This design comes from an exercise in tuning for small area, a short achievable clock period and few clock cycles on the open sky130 flow, not from production work.
No activity file was given, so power comes from the tool's default toggle rates.

## dcache_top
module dcache_top (
	input  logic               clk,
	input  logic               rst_n,
	input  logic               i_req_valid,
	input  logic               i_req_write,
	input  dcache_pkg::addr_t  i_req_addr,
	input  dcache_pkg::addr_t  i_req_addr_next,
	input  dcache_pkg::word_t  i_req_wdata,
	output logic               o_resp_valid,
	output dcache_pkg::word_t  o_resp_rdata,
	output logic               o_mem_rd_go,
	output dcache_pkg::addr_t  o_mem_rd_base,
	input  logic               i_mem_rd_done,
	input  logic               i_mem_rd_valid,
	input  dcache_pkg::word_t  i_mem_rd_data,
	output logic               o_mem_wr_go,
	output dcache_pkg::addr_t  o_mem_wr_base,
	input  logic               i_mem_wr_done,
	output logic               o_mem_wr_valid,
	output dcache_pkg::word_t  o_mem_wr_data
);
	localparam int LINES = dcache_pkg::NUM_LINES;
	localparam int WORDS = dcache_pkg::LINE_WORDS;
	localparam int DW = dcache_pkg::DATA_WIDTH;
	logic [LINES * WORDS * DW - 1 : 0] data_q;
  ...
For scale: about 5700 cells after synthesis, about 2400 flip-flops, ~200 I/O pins, ~94000 sq um of cells after synthesis.
==> flow/config.mk <==
export PLATFORM = sky130hd
export DESIGN_NAME = dcache_top
export DESIGN_NICKNAME = dcache_top
export VERILOG_FILES = /design/flow/design.v
export SDC_FILE = /design/flow/constraint.sdc
export NUM_CORES = 4
export LEC_CHECK = 0
export CAP_MARGIN = 20
export CORE_MARGIN = 2
export CORE_UTILIZATION = 40
export SETUP_SLACK_MARGIN = 4.0
export SLEW_MARGIN = 20
==> flow/constraint.sdc <==
create_clock -name core_clock -period 7.5 [get_ports {clk}]
set_input_delay 1.5000 -clock core_clock [delete_from_list [all_inputs] [get_ports {clk}]]
set_output_delay 1.5000 -clock core_clock [all_outputs]
set_load 0.01 [all_outputs]
standard.sh (not shown) runs the stock make flow with config.mk's settings and CLKGATE_MAP_FILE= SYNTH_SCRIPT=/design/flow/synth_recipe.tcl, a recipe that flattens the netlist after the stock synthesis.
==> flow/flow/run.sh <==
#!/bin/bash
# The standard layout, with two changes to the resizer's freedom: the ports get plain
# buffers (buf_2) instead of the delay cells buffer_ports picks by default, and cell sizing
# may change a cell's footprint, so a port buffer on a critical path can be sized up.
# make's full output goes to make_finish.log; ORFS keeps each step's log under orfs/logs.
set -euo pipefail
bash standard.sh MATCH_CELL_FOOTPRINT=0 \
	"BUFFER_PORTS_ARGS=-buffer_cell sky130_fd_sc_hd__buf_2" \
	finish > make_finish.log 2>&1
Edit:
--- a/flow/design.v
+++ b/flow/design.v
@@ -69,26 +69,26 @@
 	assign store_fill_line = store & fill_active_q & (cur_index_q == fill_index_q);
 	always_comb
 	begin
 		for (int p = 0; p < WORDS; p++)
 			fill_write[p] = fill_beat & (fill_count_q == p) & ~fill_skip_q[p]
 				& ~(store_fill_line & (cur_offset_q == p));
 	end
 	assign go = i_req_valid & i_mem_rd_done & (cur_mc_q | (cur_md_q & i_mem_wr_done));
 	assign o_resp_valid = answer;
 	assign o_resp_rdata = cur_crit_q ? i_mem_rd_data : cur_rdata_q;
 	assign o_mem_rd_go = go;
-	assign o_mem_rd_base = {i_req_addr[dcache_pkg::ADDR_WIDTH - 1 : 4], 4'b0000};
+	assign o_mem_rd_base = {cur_tag_q, cur_index_q, 4'b0000};
 	assign wr_go = i_req_valid & i_mem_rd_done & i_mem_wr_done & cur_md_q;
 	assign o_mem_wr_go = wr_go;
-	assign o_mem_wr_base = {victim_tag_q, i_req_addr[7 : 4], 4'b0000};
+	assign o_mem_wr_base = {victim_tag_q, cur_index_q, 4'b0000};
 	assign o_mem_wr_valid = wb_active_q;
 	assign o_mem_wr_data = flush_q[0];
 	logic [WORDS - 1 : 0][DW - 1 : 0] wbus;
 	always_comb
 	begin
 		for (int p = 0; p < WORDS; p++)
 		begin
 			if (fill_write[p])
 				wbus[p] = i_mem_rd_data;
 			else
 				wbus[p] = i_req_wdata;
What happened: Power drops by 1.5%. Utilization is about the same. Final area hardly moves. Count of clock-buffer cells in the layout climbs by 49. Sequential power barely changes. First-iteration DRC count climbs by about 4.3%. Final cell count climbs by 0.55%. Worst setup slack hardly moves. Via count climbs by about 1.4%. Routed wire length climbs by about 1.8%.
No run of this note included a check of the RTL's function; only the layout flow was run.

[port drivers added, routing unchanged]
In the flow no input, the clock included, has a driving cell. The finished layouts below were timed again as built, in two steps.
Step 1 assumes that a clkbuf_16 drives the clock port and a buf_2 every other input.
Step 2, shift: input delay + t, output delay - t, t = (earliest + latest rising clock arrival at the registers) / 2. This alone moves slack from input paths to output paths.
Slacks: ideal ports / drivers / drivers and shift; pairs: ideal ports / drivers.
run	shift t [ns]	setup WS [ns]	worst hold slack (ns)	worst setup path after step 2	worst data-port slew with drivers (ns)
the first run	0.965	3.696 / 3.641 / 2.679	0.435 / 0.435 / 0.435	input to register	0.26
the second run	0.953	3.694 / 3.636 / 2.713	0.436 / 0.433 / 0.436	input to register	0.37
After both steps setup and hold are still met in every run listed. For the first run, which loses most, drivers alone change the setup slack by -0.055 ns; drivers and shift together by -1.017 ns.
